What follows belongs to an exercise in optimizing a design on an open flow for small area, a short achievable clock period and few clock cycles; a production flow would make more cautious choices. At most, simulation tests tie the RTL to the original design; equivalence was not proved. No functional check of the RTL was part of run 1. Power figures rest on the tool's default switching activity, not on a simulated workload.

==> design.v <==
`default_nettype none
package cpu_pkg;
    typedef logic [15:0] word_t;
endpackage
`default_nettype wire
`timescale 1ns/1ns
`default_nettype none
module cpu (
    input wire cpu_clock,
    input wire reset,
    output cpu_pkg::word_t mem_address,
    output logic mem_read,
    output logic mem_write,
    output cpu_pkg::word_t mem_write_data,
    input wire cpu_pkg::word_t mem_read_data
);
    localparam int ST_A = 0;
    localparam int ST_B = 1;
    localparam int ST_C = 2;
    localparam int ST_D = 3;
    localparam int ST_E = 4;
    localparam int ST_W = 5;
    logic [5:0] st;
    logic [5:0] st_next;
    cpu_pkg::word_t pc;
    cpu_pkg::word_t flags;
    cpu_pkg::word_t r1, r2, r3, r4, r5, r6;
    cpu_pkg::word_t imm_q;
    cpu_pkg::word_t opnd;
    logic [3:0] src;
    logic [3:0] dst;
    logic [2:0] opr;         
    logic taken;
    logic copy_op;
    logic src_mem;
    logic dst_mem;
    logic dst_rd;
    logic need_src;
    logic store_now;
    logic jump;
    assign copy_op = (opr == 3'd0);
    assign src_mem = src[3] & (src[2:0] != 3'd0);
    assign dst_mem = dst[3] & (dst[2:0] != 3'd0);
    assign dst_rd = dst_mem & ~copy_op;
    assign need_src = src_mem & (~copy_op | (taken & (dst != 4'd7)));
    assign store_now = copy_op & dst_mem & taken;
    assign jump = taken & (dst == 4'd0);
    function automatic logic effect_holds(input logic [2:0] e, input cpu_pkg::word_t f);
        logic t;
        case (e)
            3'd0: t = 1'b1;
            3'd1: t = f[0];
            3'd2: t = ~f[0];
            3'd3: t = f[2];
            3'd4: t = ~f[2];
            3'd5: t = f[1];
            3'd6: t = f[3];
            default: t = 1'b0;
        endcase
        effect_holds = t;
    endfunction
    cpu_pkg::word_t imm_v;
    cpu_pkg::word_t base_s;
    cpu_pkg::word_t base_d;
    cpu_pkg::word_t s_val;
    cpu_pkg::word_t d_val;
    cpu_pkg::word_t src_addr;
    assign imm_v = st[ST_C] ? mem_read_data : imm_q;
    function automatic cpu_pkg::word_t base_of(input logic [3:0] code, input cpu_pkg::word_t iv);
        cpu_pkg::word_t v;
        case (code)
            4'd0: v = pc;
            4'd7: v = iv;
            4'd8: v = flags;
            4'd1, 4'd9: v = r1;
            4'd2, 4'd10: v = r2;
            4'd3, 4'd11: v = r3;
            4'd4, 4'd12: v = r4;
            4'd5, 4'd13: v = r5;
            4'd6, 4'd14: v = r6;
            default: v = iv;
        endcase
        base_of = v;
    endfunction
    assign base_s = base_of(src, imm_v);
    assign base_d = base_of(dst, imm_v);
    assign src_addr = base_s + ((src == 4'd15) ? 16'd0 : imm_v);
    assign s_val = (st[ST_E] | st[ST_W]) ? opnd : (src_mem ? mem_read_data : base_s);
    assign d_val = dst_mem ? mem_read_data : base_d;
    cpu_pkg::word_t res;
    logic [16:0] sum;
    logic alu_c;
    logic alu_v;
    logic is_sub;
    assign is_sub = (opr == 3'd2);
    assign sum = {1'b0, d_val} + {1'b0, s_val ^ {16{is_sub}}} + {16'd0, is_sub};
    always_comb begin
        res = s_val;
        alu_c = 1'b0;
        alu_v = 1'b0;
        case (opr)
            3'd1: begin
                res = sum[15:0];
                alu_c = sum[16];
                alu_v = (d_val[15] == s_val[15]) && (sum[15] != d_val[15]);
            end
            3'd2: begin
                res = sum[15:0];
                alu_c = ~sum[16];
                alu_v = (d_val[15] != s_val[15]) && (sum[15] != d_val[15]);
            end
            3'd3: res = d_val & s_val;
            3'd4: res = d_val | s_val;
            3'd5: res = d_val ^ s_val;
            3'd6: res = d_val << s_val[3:0];
            3'd7: res = d_val >> s_val[3:0];
            default: res = s_val;
        endcase
    end
    logic fetch;        
    logic finish;       
    logic use_src_addr;
    always_comb begin
        st_next = '0;
        fetch = 1'b0;
        finish = 1'b0;
        use_src_addr = 1'b0;
        mem_read = 1'b0;
        mem_write = 1'b0;
        if (st[ST_A]) begin
            fetch = 1'b1;
            st_next[ST_B] = 1'b1;
        end
        if (st[ST_B]) begin
            fetch = 1'b1;
            st_next[ST_C] = 1'b1;
        end
        if (st[ST_C]) begin
            if (need_src) begin
                mem_read = 1'b1;
                use_src_addr = 1'b1;
                st_next[ST_D] = 1'b1;
            end else if (dst_rd) begin
                mem_read = 1'b1;
                st_next[ST_E] = 1'b1;
            end else if (store_now) begin
                mem_write = 1'b1;
                st_next[ST_A] = 1'b1;
            end else begin
                finish = 1'b1;
            end
        end
        if (st[ST_D]) begin
            if (dst_rd) begin
                mem_read = 1'b1;
                st_next[ST_E] = 1'b1;
            end else if (store_now) begin
                mem_write = 1'b1;
                st_next[ST_A] = 1'b1;
            end else begin
                finish = 1'b1;
            end
        end
        if (st[ST_E]) begin
            finish = 1'b1;
        end
        if (st[ST_W]) begin
            mem_write = 1'b1;
            st_next[ST_A] = 1'b1;
        end
        if (finish) begin
            if (st[ST_E] & taken) begin
                st_next[ST_W] = 1'b1;
            end else if (jump) begin
                st_next[ST_A] = 1'b1;
            end else begin
                fetch = 1'b1;
                st_next[ST_B] = 1'b1;
            end
        end
        if (fetch) begin
            mem_read = 1'b1;
        end
    end
    assign mem_address = fetch ? pc : (use_src_addr ? src_addr : base_d);
    assign mem_write_data = s_val;
    always_ff @(posedge cpu_clock) begin
        if (reset) begin
            st <= 6'b000001;
        end else begin
            st <= st_next;
        end
    end
    always_ff @(posedge cpu_clock) begin
        if (st[ST_B]) begin
            src <= mem_read_data[15:12];
            dst <= mem_read_data[11:8];
            opr <= mem_read_data[3] ? 3'd0 : mem_read_data[2:0];
            taken <= effect_holds(mem_read_data[6:4], flags);
        end
        if (st[ST_C]) begin
            imm_q <= mem_read_data;
        end
        if (st[ST_C] | st[ST_D] | st[ST_E]) begin
            opnd <= st[ST_E] ? res : s_val;
        end
    end
    always_ff @(posedge cpu_clock) begin
        if (reset) begin
            pc <= '0;
            flags <= '0;
            r1 <= '0;
            r2 <= '0;
            r3 <= '0;
            r4 <= '0;
            r5 <= '0;
            r6 <= '0;
        end else begin
            if (fetch) begin
                pc <= pc + 16'd2;
            end
            if (finish) begin
                if (taken) begin
                    if (dst == 4'd0) begin
                        pc <= res;
                    end
                    if (dst == 4'd8 && copy_op) begin
                        flags <= res;
                    end
                    case (dst)
                        4'd1: r1 <= res;
                        4'd2: r2 <= res;
                        4'd3: r3 <= res;
                        4'd4: r4 <= res;
                        4'd5: r5 <= res;
                        4'd6: r6 <= res;
                        default: ;
                    endcase
                end
                if (!copy_op) begin
                    flags[3:0] <= {alu_v, alu_c, res[15], (res == 16'd0)};
                end
            end
        end
    end
endmodule
`default_nettype wire
==> run.sh <==
#!/bin/bash
# synth_recipe.tcl (not shown) runs the flow's synth.tcl, then flattens the netlist and writes it again
# the make line also repeats each setting of config.mk as NAME=value (left out here)
make -C /OpenROAD-flow-scripts/flow DESIGN_CONFIG=/design/flow/config.mk WORK_HOME=/design/flow/orfs CLKGATE_MAP_FILE= SYNTH_SCRIPT=/design/flow/synth_recipe.tcl finish
==> config.mk <==
export PLATFORM = sky130hd
export DESIGN_NAME = cpu
export DESIGN_NICKNAME = cpu
export VERILOG_FILES = /design/flow/design.v
export SDC_FILE = /design/flow/constraint.sdc
export NUM_CORES = 4
export LEC_CHECK = 0
export CAP_MARGIN = 20
export CORE_MARGIN = 2
export CORE_UTILIZATION = 40
export SETUP_SLACK_MARGIN = 1.0
export SLEW_MARGIN = 20
==> constraint.sdc <==
create_clock -name core_clock -period 6.5 [get_ports {cpu_clock}]
set_input_delay 1.3000 -clock core_clock [delete_from_list [all_inputs] [get_ports {cpu_clock}]]
set_output_delay 1.3000 -clock core_clock [all_outputs]
set_load 0.01 [all_outputs]
==> report_table.html, run 1 <==
<table>
<tr><th>Metric</th><th>Value</th></tr>
<tr><th colspan="2">Outcome</th></tr>
<tr><td>Run status</td><td>finished clean</td></tr>
<tr><th colspan="2">Drt</th></tr>
<tr><td>Vias per std cell</td><td>6.537</td></tr>
<tr><td>Router iterations before antenna repair</td><td>6</td></tr>
<tr><td>Detailed-route wire length per cell</td><td>around 26 um</td></tr>
<tr><td>Aggregate routed wire length</td><td>63.79 mm</td></tr>
<tr><td>Count of vias placed by the detailed router</td><td>roughly 16,000</td></tr>
<tr><td>Count of antenna-violating nets left after detailed routing</td><td>0</td></tr>
<tr><td>Remaining DRCs</td><td>0</td></tr>
<tr><td>DRC marker count from the first detailed-route iteration</td><td>2,233</td></tr>
<tr><th colspan="2">Worst setup path</th></tr>
<tr><td>Endpoint type of the worst setup path</td><td>primary output</td></tr>
<tr><td>Crit start category</td><td>flip-flop</td></tr>
<tr><td>Largest fanout on the critical path</td><td>5</td></tr>
<tr><td>Data required time at the worst endpoint</td><td>approximately 5.2 ns</td></tr>
<tr><td>Startpoint-to-endpoint class of the critical path</td><td>reg -&gt; out</td></tr>
<tr><td>Cell with the largest stage delay on the worst path</td><td>edfxtp_1</td></tr>
<tr><td>Slowest cell delay on critical path</td><td>between 0.4 and 0.5 ns</td></tr>
<tr><td>Critical-path cell list</td><td>buf_12 &gt; mux2_4 &gt; a221oi_4 &gt; a22oi_2 &gt; buf_6 &gt; and2_4 &gt; fa_2 &gt; a21o_1 &gt; a21oi_2 &gt; o21bai_1 &gt; a21oi_2 &gt; o21bai_1 &gt; a21oi_2 &gt; o21bai_2 &gt; a2111oi_4 &gt; o31ai_2 &gt; xor2_1 &gt; a21oi_1 &gt; o21ai_2 &gt; buf_2</td></tr>
<tr><td>Cell repeated most along the worst path</td><td>a21oi_2</td></tr>
<tr><td>Worst Reg2Reg Path Length in Cells</td><td>21</td></tr>
<tr><td>Critical Path AT</td><td>4.48 ns</td></tr>
<tr><th colspan="2">Die</th></tr>
<tr><td>I/O pins</td><td>52</td></tr>
<tr><td>Std-Cell Core Area</td><td>between 30,000 and 40,000 um2</td></tr>
<tr><td>Area of the die</td><td>37,890 um2</td></tr>
<tr><td>Chip height</td><td>slightly below 200 um</td></tr>
<tr><td>Number of placement rows</td><td>69</td></tr>
<tr><td>Initial cell density of the core</td><td>roughly 40%</td></tr>
<tr><td>Die width</td><td>around 200 um</td></tr>
<tr><th colspan="2">Global route</th></tr>
<tr><td>First-pass GRT wire length</td><td>roughly 94 mm</td></tr>
<tr><td>Overflow left after global routing</td><td>0</td></tr>
<tr><td>Vias in the first global route</td><td>~14,000</td></tr>
<tr><td>Initial antenna violation count</td><td>2</td></tr>
<tr><td>Overall Global Routing Usage</td><td>32.85%</td></tr>
<tr><td>Maximum number of pins on one net before global-route repair</td><td>96</td></tr>
<tr><th colspan="2">Logic synthesis</th></tr>
<tr><td>Top-count cell post-synth</td><td>nor2_1</td></tr>
<tr><td>Synth Warn #</td><td>1</td></tr>
<tr><td>Avg Cell Area, Syn</td><td>7.750 um2</td></tr>
<tr><td>Proportion of synthesized chip area in sequential cells</td><td>around a quarter</td></tr>
<tr><td>Number of storage elements in the synthesis netlist</td><td>between 150 and 200</td></tr>
<tr><td>FFs w/ async S/R, synth</td><td>0%</td></tr>
<tr><td>Number of cells produced by synthesis</td><td>roughly 1,900</td></tr>
<tr><td>Unique cell type count in the Yosys netlist</td><td>99</td></tr>
<tr><td>Top post-synthesis cells by count</td><td>nor2_1, nand2_1, dfxtp_1</td></tr>
<tr><td>Netlist area before placement</td><td>between 10,000 and 15,000 um2</td></tr>
<tr><td>Synth top area cells</td><td>dfxtp_1, nor2_1, edfxtp_1</td></tr>
<tr><td>EDFF count, synth</td><td>28</td></tr>
<tr><td>Share of the synthesized area in the top cell type</td><td>20.65%</td></tr>
<tr><td>Cell taking the most area after synthesis</td><td>dfxtp_1</td></tr>
<tr><td>Leading register cell type out of synthesis</td><td>dfxtp_1</td></tr>
<tr><th colspan="2">Clocking</th></tr>
<tr><td>Maximum clock insertion buffer count</td><td>2</td></tr>
<tr><td>Register clock-pin slew on the reported worst setup and hold paths</td><td>around 0.08 ns</td></tr>
<tr><td>H-tree lvl count</td><td>4</td></tr>
<tr><td>Count of clock tree sinks</td><td>178</td></tr>
<tr><td>Clock Root Buffer</td><td>clkbuf_16</td></tr>
<tr><td>TritonCTS clock tree</td><td>built</td></tr>
<tr><td>Clk latency of the worst-skew pair</td><td>~0.46 ns</td></tr>
<tr><td>Number of clock buffers inserted by TritonCTS</td><td>17</td></tr>
<tr><th colspan="2">Finish</th></tr>
<tr><td>Antenna Diode Count</td><td>0</td></tr>
<tr><td>Fraction of final layout cells with drive strength greater than 1</td><td>approximately 18%</td></tr>
<tr><td>Synthesis-to-layout area growth</td><td>17.53%</td></tr>
<tr><td>Util after Layout</td><td>approximately 48%</td></tr>
<tr><td>Final design area excluding fillers</td><td>approximately 17,000 um2</td></tr>
<tr><td>Final Net Count</td><td>~2,000</td></tr>
<tr><td>Number of fillers in the final layout</td><td>approximately 3,500</td></tr>
<tr><th colspan="2">Timing</th></tr>
<tr><td>Relative slew slack</td><td>between 30 and 40%</td></tr>
<tr><td>Transition time at the pin with the least slew margin</td><td>roughly 1.0 ns</td></tr>
<tr><td>Final period demand of the worst path</td><td>5.784 ns</td></tr>
<tr><td>Endpoints failing setup</td><td>0</td></tr>
<tr><td>Unrepaired setup endpoints after global routing</td><td>yes</td></tr>
<tr><td>Worst hold margin</td><td>roughly 0.51 ns</td></tr>
<tr><td>Count of final max-slew check failures</td><td>0</td></tr>
<tr><td>Fraction of the cycle the final worst path needs</td><td>88.99%</td></tr>
<tr><td>Final TNS setup</td><td>0 ns</td></tr>
<tr><td>Maximum clock frequency</td><td>~170 MHz</td></tr>
<tr><td>Final hold viol count</td><td>0</td></tr>
<tr><td>Clock skew after layout</td><td>between 0.01 and 0.015 ns</td></tr>
<tr><th colspan="2">Worst hold path</th></tr>
<tr><td>Hold path depth</td><td>2</td></tr>
<tr><td>Class of the tightest hold or removal check</td><td>reg -&gt; reg</td></tr>
<tr><th colspan="2">Pwr</th></tr>
<tr><td>Reported leakage power</td><td>~0.0064 uW</td></tr>
<tr><td>Pwr per Cell Area</td><td>roughly 210 nW/um2</td></tr>
<tr><td>Total power</td><td>around 3600 uW</td></tr>
<tr><td>Max rail drop VDD</td><td>0.0001956 V</td></tr>
<tr><th colspan="2">Placed design</th></tr>
<tr><td>Gp weighted congestion</td><td>1.013</td></tr>
<tr><td>Sum of net half-perimeters after detailed placement</td><td>approximately 47 mm</td></tr>
<tr><td>Standard cell area after detailed placement</td><td>around 16,000 um2</td></tr>
<tr><td>Count of port buffers added during placement</td><td>51</td></tr>
<tr><th colspan="2">Job</th></tr>
<tr><td>Maxcap violations</td><td>0</td></tr>
</table>
==> stage by stage <==
step	worst slack, ns	cells
global placement	-0.3693	2345
floorplan	1.015	1876
finish	0.7156	2417
CTS	0.7402	2399
detailed placement	-0.3699	2345
global route	0.5611	2417
==> area by class of cell <==
type                            instances  area [um2]  area share [%]
Multi-Input combinational cell       1483       10130           59.27
Clock inverter                         13       142.6          0.8347
Sequential cell                       178        3844           22.49
Inverter                               62       232.7           1.362
Tap cell                              461       576.8           3.376
Timing Repair Buffer                  201        1732           10.13
Clock buffer                           19       432.9           2.534
==> kinds of logic (layout without fill, tap and decap cells) <==
group	Yosys count	count (layout)	share of synthesized area [%]
and+or+nand+nor	629	629	19.74
AOI/OAI and AO/OA	612	612	29.19
buffers and inverters	215	295	6.670
DFF	178	178	26.44
muxes	125	125	9.105
adders and majority gates	66	66	5.783
xor gates and xnor gates	51	51	3.072
==> layout by cell type, fill, tap and decap left out, types with 8 or more instances in the layout <==
master / n
o21ai_0: 70
a22oi_1: 8
nand2_1: 151
o22ai_1: 34
mux2i_1: 74
and3_1: 13
nand3_1: 65
xnor2_1: 36
a21oi_2: 16
nor2b_1: 18
ha_1: 60
dfxtp_1: 150
a21o_1: 16
o211ai_1: 41
clkdlybuf4s50_1: 36
o21ai_2: 8
nor2_1: 256
or3_1: 8
nor3_1: 15
inv_1: 58
o21a_1: 10
o22a_1: 8
a31oi_1: 23
o221ai_1: 12
buf_4: 135
mux2_2: 45
a211oi_1: 108
nand2b_1: 17
xor2_1: 15
nand3b_1: 14
edfxtp_1: 28
a21oi_1: 114
nor2_2: 8
and2_1: 9
clkbuf_16: 17
o21ai_1: 19
a221oi_1: 14
==> final timing paths <==
check / slack [ns] / endpoint / start
worst min-delay path: 0.51 / r3[15]$_SDFFE_PP0P_ / r3[15]$_SDFFE_PP0P_
worst max register to register: 1.09 / opnd[11]$_DFFE_PP_ / src[0]$_DFFE_PP_
worst min register to register: 0.51 / r3[15]$_SDFFE_PP0P_ / r3[15]$_SDFFE_PP0P_
worst max-delay path: 0.72 / mem_address[14] / src[0]$_DFFE_PP_
==> per-layer routing <==
metal  wire, um  track usage, %  up-vias
met4       2993           14.56        0
met1      26760           45.96     7501
li1           -               -     7046
met2      25940           46.66     1102
met3       8092           9.179      151
met5          0               0        -
==> worst max-delay path, delay by kind of cell (launching register included) <==
kind	cells	cell delay [ns]
buffers and inverters	3	0.44
adders and majority gates	1	0.37
AOI/OAI and AO/OA	13	2.15
DFF	1	0.45
xor gates and xnor gates	1	0.15
muxes	1	0.30
and+or+nand+nor	1	0.14
==> power breakdown <==
part / leakage (uW) / internal (uW) / switching [uW] / total, uW
Clock: 0.000278 / 544 / 502 / 1050
Sequential: 0.00148 / 1160 / 27.0 / 1190
Combinational: 0.00468 / 506 / 890 / 1400
Total: 0.00643 / 2210 / 1420 / 3630
==> timing repair <==
| item | CTS | global route |
|---|---|---|
| cloned | 1 | 0 |
| hold buffers | 0 | 0 |
| buffers inserted | 21 | 18 |
| pin swaps | 38 | 23 |
| endpoints found under the setup margin | 70 | 92 |
| resized for setup | 83 | 62 |
| hold endpoints to repair | 0 | 0 |
==> inputs of run 2 (changes only) <==
--- a/design.v
+++ b/design.v
@@ -24,7 +24,7 @@
     logic [5:0] st_next;
     cpu_pkg::word_t pc;
     cpu_pkg::word_t flags;
-    cpu_pkg::word_t r1, r2, r3, r4, r5, r6;
+    cpu_pkg::word_t gpr [1:6];
     cpu_pkg::word_t imm_q;
     cpu_pkg::word_t opnd;
     logic [3:0] src;
@@ -72,13 +72,8 @@
             4'd0: v = pc;
             4'd7: v = iv;
             4'd8: v = flags;
-            4'd1, 4'd9: v = r1;
-            4'd2, 4'd10: v = r2;
-            4'd3, 4'd11: v = r3;
-            4'd4, 4'd12: v = r4;
-            4'd5, 4'd13: v = r5;
-            4'd6, 4'd14: v = r6;
-            default: v = iv;
+            4'd15: v = iv;
+            default: v = gpr[code[2:0]];
         endcase
         base_of = v;
     endfunction
@@ -209,12 +204,9 @@
         if (reset) begin
             pc <= '0;
             flags <= '0;
-            r1 <= '0;
-            r2 <= '0;
-            r3 <= '0;
-            r4 <= '0;
-            r5 <= '0;
-            r6 <= '0;
+            for (int i = 1; i <= 6; i++) begin
+                gpr[i] <= '0;
+            end
         end else begin
             if (fetch) begin
                 pc <= pc + 16'd2;
@@ -227,15 +219,9 @@
                     if (dst == 4'd8 && copy_op) begin
                         flags <= res;
                     end
-                    case (dst)
-                        4'd1: r1 <= res;
-                        4'd2: r2 <= res;
-                        4'd3: r3 <= res;
-                        4'd4: r4 <= res;
-                        4'd5: r5 <= res;
-                        4'd6: r6 <= res;
-                        default: ;
-                    endcase
+                    if (dst >= 4'd1 && dst <= 4'd6) begin
+                        gpr[dst[2:0]] <= res;
+                    end
                 end
                 if (!copy_op) begin
                     flags[3:0] <= {alu_v, alu_c, res[15], (res == 16'd0)};
--- a/config.mk
+++ b/config.mk
@@ -8,5 +8,4 @@
 export CAP_MARGIN = 20
 export CORE_MARGIN = 2
 export CORE_UTILIZATION = 40
-export SETUP_SLACK_MARGIN = 1.0
 export SLEW_MARGIN = 20
==> report_table.html, run 2 <==
<table>
<tr><th>Metric</th><th>Value</th></tr>
<tr><th colspan="2">Worst setup path</th></tr>
<tr><td>Number of buffer and inverter stages on the critical path</td><td>5 (was 3)</td></tr>
<tr><td>Crit start category</td><td>input port (was flip-flop)</td></tr>
<tr><td>Cell repeated most along the worst path</td><td>buf_4 (was a21oi_2)</td></tr>
<tr><td>Critical-path cell list</td><td>clkdlybuf4s50_1 &gt; mux2i_4 &gt; o221ai_1 &gt; buf_4 &gt; ha_1 &gt; a21o_1 &gt; a21o_1 &gt; a21oi_1 &gt; o21bai_1 &gt; a21oi_2 &gt; o21ai_1 &gt; o211ai_1 &gt; buf_4 &gt; buf_4 &gt; xor2_1 &gt; nand2_1 &gt; o21ai_0 &gt; o21ai_0 &gt; clkdlybuf4s50_1 (was buf_12 &gt; mux2_4 &gt; a221oi_4 &gt; a22oi_2 &gt; buf_6 &gt; and2_4 &gt; fa_2 &gt; a21o_1 &gt; a21oi_2 &gt; o21bai_1 &gt; a21oi_2 &gt; o21bai_1 &gt; a21oi_2 &gt; o21bai_2 &gt; a2111oi_4 &gt; o31ai_2 &gt; xor2_1 &gt; a21oi_1 &gt; o21ai_2 &gt; buf_2)</td></tr>
<tr><td>Critical Path AT</td><td>4.97 ns (was 4.48 ns)</td></tr>
<tr><td>Number of cells on the critical path</td><td>19 (was 20)</td></tr>
<tr><td>Endpoint type of the worst setup path</td><td>primary output (unchanged)</td></tr>
<tr><td>Largest fanout on the critical path</td><td>3 (was 5)</td></tr>
<tr><td>Data required time at the worst endpoint</td><td>5.20 ns (about the same)</td></tr>
<tr><td>Reg2Reg Setup Slack</td><td>0.78 ns (was 1.09 ns)</td></tr>
<tr><td>Cell family with the largest share of critical-path delay</td><td>compound AO/OA/AOI/OAI gates (unchanged)</td></tr>
<tr><td>Cell with the largest stage delay on the worst path</td><td>clkdlybuf4s50_1 (was edfxtp_1)</td></tr>
<tr><td>Slowest cell delay on critical path</td><td>0.56 ns (was 0.45 ns)</td></tr>
<tr><td>Startpoint-to-endpoint class of the critical path</td><td>in -&gt; out (was reg -&gt; out)</td></tr>
<tr><td>Worst Reg2Reg Path Length in Cells</td><td>19 (was 21)</td></tr>
<tr><th colspan="2">Finish</th></tr>
<tr><td>Area of combinational cells with multiple inputs</td><td>9442 um2 (was 10,130 um2)</td></tr>
<tr><td>Commonest non-fill, non-tap cell in the layout</td><td>nor2_1 (unchanged)</td></tr>
<tr><td>Final Net Count</td><td>1,866 (was 2,027)</td></tr>
<tr><td>Largest register by flop count</td><td>gpr</td></tr>
<tr><td>Util after Layout</td><td>46.87% (was 47.92%)</td></tr>
<tr><td>Non-filler cells in the finished layout</td><td>2,326 (was 2,417)</td></tr>
<tr><td>Flip-flop and latch area</td><td>5889 um2 (was 3844 um2)</td></tr>
<tr><td>Number of fillers in the final layout</td><td>3,731 (was 3,462)</td></tr>
<tr><td>Final design area excluding fillers</td><td>18,540 um2 (was 17,090 um2)</td></tr>
<tr><td>Fraction of final layout cells with drive strength greater than 1</td><td>17.50% (was 18.00%)</td></tr>
<tr><td>Synthesis-to-layout area growth</td><td>16.02% (was 17.53%)</td></tr>
<tr><td>Top library cells by usage in the layout, fill and taps aside</td><td>nor2_1, edfxtp_1, nand2_1 (was nor2_1, nand2_1, dfxtp_1)</td></tr>
<tr><td>Number of flip-flops in the largest register</td><td>roughly 130</td></tr>
<tr><th colspan="2">Clocking</th></tr>
<tr><td>Maximum clock insertion buffer count</td><td>3 (was 2)</td></tr>
<tr><td>Number of clock buffers inserted by TritonCTS</td><td>24 (was 17)</td></tr>
<tr><td>H-tree lvl count</td><td>1 (was 4)</td></tr>
<tr><td>TritonCTS clock tree</td><td>built (unchanged)</td></tr>
<tr><td>Count of clock tree sinks</td><td>216 (was 178)</td></tr>
<tr><td>Clock Root Buffer</td><td>clkbuf_16 (unchanged)</td></tr>
<tr><td>Clk latency of the worst-skew pair</td><td>0.56 ns (was 0.46 ns)</td></tr>
<tr><td>Register clock-pin slew on the reported worst setup and hold paths</td><td>0.06 ns (was 0.08 ns)</td></tr>
<tr><th colspan="2">Logic synthesis</th></tr>
<tr><td>EDFF count, synth</td><td>156 (was 28)</td></tr>
<tr><td>Leading register cell type out of synthesis</td><td>edfxtp_1 (was dfxtp_1)</td></tr>
<tr><td>Avg Cell Area, Syn</td><td>9.573 um2 (was 7.750 um2)</td></tr>
<tr><td>Synth top area cells</td><td>edfxtp_1, mux4_2, dfxtp_1 (was dfxtp_1, nor2_1, edfxtp_1)</td></tr>
<tr><td>Top post-synthesis cells by count</td><td>nor2_1, edfxtp_1, nand2_1 (was nor2_1, nand2_1, dfxtp_1)</td></tr>
<tr><td>Synth Warn #</td><td>1 (unchanged)</td></tr>
<tr><td>Netlist area before placement</td><td>15,980 um2 (was 14,540 um2)</td></tr>
<tr><td>Number of cells produced by synthesis</td><td>1,669 (was 1,876)</td></tr>
<tr><td>Share of the synthesized area in the top cell type</td><td>29.32% (was 20.65%)</td></tr>
<tr><td>Cell taking the most area after synthesis</td><td>edfxtp_1 (was dfxtp_1)</td></tr>
<tr><td>FFs w/ async S/R, synth</td><td>0% (unchanged)</td></tr>
<tr><td>Number of storage elements in the synthesis netlist</td><td>216 (was 178)</td></tr>
<tr><td>Proportion of synthesized chip area in sequential cells</td><td>36.84% (was 26.44%)</td></tr>
<tr><td>Unique cell type count in the Yosys netlist</td><td>91 (was 99)</td></tr>
<tr><td>Top-count cell post-synth</td><td>nor2_1 (unchanged)</td></tr>
<tr><th colspan="2">Drt</th></tr>
<tr><td>Count of antenna-violating nets left after detailed routing</td><td>0 (unchanged)</td></tr>
<tr><td>DRC marker count from the first detailed-route iteration</td><td>1,666 (was 2,233)</td></tr>
<tr><td>Router iterations before antenna repair</td><td>8 (was 6)</td></tr>
<tr><td>Remaining DRCs</td><td>0 (unchanged)</td></tr>
<tr><td>Vias per std cell</td><td>6.113 (was 6.537)</td></tr>
<tr><td>Count of vias placed by the detailed router</td><td>14,220 (was 15,800)</td></tr>
<tr><td>Aggregate routed wire length</td><td>60.40 mm (was 63.79 mm)</td></tr>
<tr><td>Detailed-route wire length per cell</td><td>25.97 um (was 26.39 um)</td></tr>
<tr><th colspan="2">Worst hold path</th></tr>
<tr><td>Hold path depth</td><td>2 (unchanged)</td></tr>
<tr><td>Class of the tightest hold or removal check</td><td>reg -&gt; reg (unchanged)</td></tr>
<tr><th colspan="2">Timing</th></tr>
<tr><td>Final hold viol count</td><td>0 (unchanged)</td></tr>
<tr><td>Maximum clock frequency</td><td>159.4 MHz (was 172.9 MHz)</td></tr>
<tr><td>Worst hold margin</td><td>0.4654 ns (was 0.5087 ns)</td></tr>
<tr><td>Final period demand of the worst path</td><td>6.274 ns (was 5.784 ns)</td></tr>
<tr><td>Clock skew after layout</td><td>0.02001 ns (was 0.01163 ns)</td></tr>
<tr><td>Unrepaired setup endpoints after global routing</td><td>yes (unchanged)</td></tr>
<tr><td>Fraction of the cycle the final worst path needs</td><td>96.52% (was 88.99%)</td></tr>
<tr><td>Count of final max-slew check failures</td><td>0 (unchanged)</td></tr>
<tr><td>Relative slew slack</td><td>18.41% (was 30.58%)</td></tr>
<tr><td>Transition time at the pin with the least slew margin</td><td>1.224 ns (was 1.040 ns)</td></tr>
<tr><td>Endpoints failing setup</td><td>0 (unchanged)</td></tr>
<tr><th colspan="2">Pwr</th></tr>
<tr><td>Max rail drop VDD</td><td>0.0002172 V (was 0.0001956 V)</td></tr>
<tr><td>Psw</td><td>1892 uW (was 1419 uW)</td></tr>
<tr><td>Int Pwr</td><td>3160 uW (was 2210 uW)</td></tr>
<tr><td>Relative contribution of the clock network to total power</td><td>26.4% (was 28.8%)</td></tr>
<tr><td>Reported leakage power</td><td>0.007321 uW (was 0.006434 uW)</td></tr>
<tr><td>Switching share of total power</td><td>37.45% (was 39.10%)</td></tr>
<tr><td>Share of total power in combinational logic</td><td>40.4% (was 38.5%)</td></tr>
<tr><td>Proportion of power drawn by flip-flops and latches</td><td>33.2% (was 32.7%)</td></tr>
<tr><td>Pwr per Cell Area</td><td>272.6 nW/um2 (was 212.4 nW/um2)</td></tr>
<tr><th colspan="2">Placed design</th></tr>
<tr><td>Sum of net half-perimeters after detailed placement</td><td>43.93 mm (was 46.52 mm)</td></tr>
<tr><td>Gp weighted congestion</td><td>0.9616 (was 1.013)</td></tr>
<tr><td>Standard cell area after detailed placement</td><td>17,720 um2 (was 15,830 um2)</td></tr>
<tr><td>Count of placed standard cells including taps</td><td>2,280 (was 2,345)</td></tr>
<tr><td>Count of port buffers added during placement</td><td>51 (unchanged)</td></tr>
<tr><th colspan="2">Die</th></tr>
<tr><td>Initial cell density of the core</td><td>40.40% (was 40.78%)</td></tr>
<tr><td>I/O pins</td><td>52 (unchanged)</td></tr>
<tr><td>Chip height</td><td>203.9 um (was 194.7 um)</td></tr>
<tr><td>Area of the die</td><td>41,560 um2 (was 37,890 um2)</td></tr>
<tr><td>Std-Cell Core Area</td><td>39,550 um2 (was 35,660 um2)</td></tr>
<tr><td>Die width</td><td>203.9 um (was 194.7 um)</td></tr>
<tr><td>Number of placement rows</td><td>73 (was 69)</td></tr>
<tr><th colspan="2">Job</th></tr>
<tr><td>Maxcap violations</td><td>0 (unchanged)</td></tr>
<tr><th colspan="2">Global route</th></tr>
<tr><td>First-pass GRT wire length</td><td>89.80 mm (was 93.68 mm)</td></tr>
<tr><td>Overflow left after global routing</td><td>0 (unchanged)</td></tr>
<tr><td>Initial antenna violation count</td><td>2 (unchanged)</td></tr>
<tr><td>Maximum number of pins on one net before global-route repair</td><td>47 (was 96)</td></tr>
<tr><td>Vias in the first global route</td><td>13,740 (was 14,330)</td></tr>
<tr><td>Overall Global Routing Usage</td><td>28.99% (was 32.85%)</td></tr>
<tr><th colspan="2">Outcome</th></tr>
<tr><td>Run status</td><td>finished clean (unchanged)</td></tr>
</table>
## run 2: changes by cell type in the layout (fill, tap and decap cells not counted), moves of 15 or more
cell      delta
a31oi_1     -15
nand2_1     -16
conb_1      +32
nor2_1      -15
a211oi_1    -80
xor2_1      +15
mux4_2      +62
edfxtp_1   +128
o211ai_1    -31
nand3_1     -42
dfxtp_1     -93
## run 2: worst paths after layout
path                                      endpoint        startpoint
worst max register to register  opnd[15]$_DFFE_PP_         flip-flop
worst min-delay path              st[1]$_SDFF_PP0_  st[0]$_SDFF_PP1_
worst max-delay path               mem_address[11]  mem_read_data[1]
worst min register to register    st[1]$_SDFF_PP0_  st[0]$_SDFF_PP1_
## run 2: final cells by class
class	instances	share of cell area, %
diodes	1	0.01350
multi-input cells	1285	50.93
well taps	525	3.543
flip-flops and latches	216	31.77
clock inverters	4	0.2362
repair buffers	181	8.093
inverters	74	1.525
clock buffers	40	3.888
## run 2: per-stage QoR
step / setup slack [ns] / power [uW] / TNS [ns]
after CTS: 0.002979 / 5010 / 0
after detailed placement: -0.4021 / 3673 / -1.136
after global routing: -0.02448 / 5256 / -0.02448
final: 0.2261 / 5053 / 0
after floorplan: 0.6714 / 2894 / 0
after global placement: -0.4290 / 3658 / -1.034
## run 2: routing by layer
metal  wire length, um  global-route usage [%]
met4              2203                   9.802
met3              5805                   5.437
met2             27440                   45.99
met5                 0                       0
met1             24960                   39.79
## run 2: logic make-up after synthesis
family | Yosys count | share of synthesized area (%)
adders and majority gates | 66 | 5.262
other | 1 | 0.02347
AOI/OAI and AO/OA | 430 | 18.15
muxes | 184 | 16.95
DFF | 216 | 36.84
buffers and inverters | 199 | 5.333
and+or+nand+nor | 514 | 14.21
xor gates and xnor gates | 59 | 3.234
## run 2: worst reg2reg max path, cell delays in order, from the launching register on
cell,delay (ns)
dfxtp_2,0.52
buf_12,0.27
mux4_2,0.55
mux2i_1,0.42
o221ai_1,0.25
mux2i_1,0.34
o21ai_1,0.14
xor2_1,0.18
ha_1,0.41
a21o_1,0.21
a21o_1,0.18
a21oi_1,0.17
o21ai_2,0.14
a221o_1,0.41
a211oi_2,0.31
xnor2_1,0.16
a211oi_2,0.29
a21boi_2,0.20
buf_4,0.24
a21oi_2,0.08
## run 2: power groups by stage
stage	clock [uW]	combinational, uW	sequential, uW
after floorplan	0	1230	1660
after global placement	0	1960	1700
after detailed placement	0	1970	1700
after CTS	1340	1990	1680
after global routing	1400	2170	1690
final	1340	2040	1680
## run 2: timing repair
item,4_1_cts,5_1_grt
hold buffers,0,0
pin swaps,2,1
gates resized for setup,11,12
endpoints found under the setup margin,5,5
buffers inserted,1,0
Testbench counts of run 2, summed over its fixed seeds: cycles 19,864.

==> port drivers added, routing unchanged <==
How much do the figures lean on ideal ports? The routed layouts below were timed once more, with nothing changed but the port constraints. Step 1, drivers: a clkbuf_16 drives cpu_clock and a buf_2 each remaining input, both assumed. Step 2 also shifts input and output timing later by t, the mid clock arrival at the registers, as if the neighbouring blocks saw the same clock. a / b / c = no drivers / after step 1 / after step 2; a / b = the first two.
run | shift t [ns] | setup WS [ns] | hold WS [ns] | pins driven straight from the clock port
run 1 | 0.502 | 0.716 / 0.666 / 0.616 | 0.509 / 0.509 / 0.509 | 1
run 2 | 0.597 | 0.226 / 0.191 / 0.199 | 0.465 / 0.465 / 0.465 | 1
After both steps setup and hold are still met in every run listed. The setup slack of run 1, which loses most, moves by -0.050 ns with the drivers and by -0.100 ns with both steps.
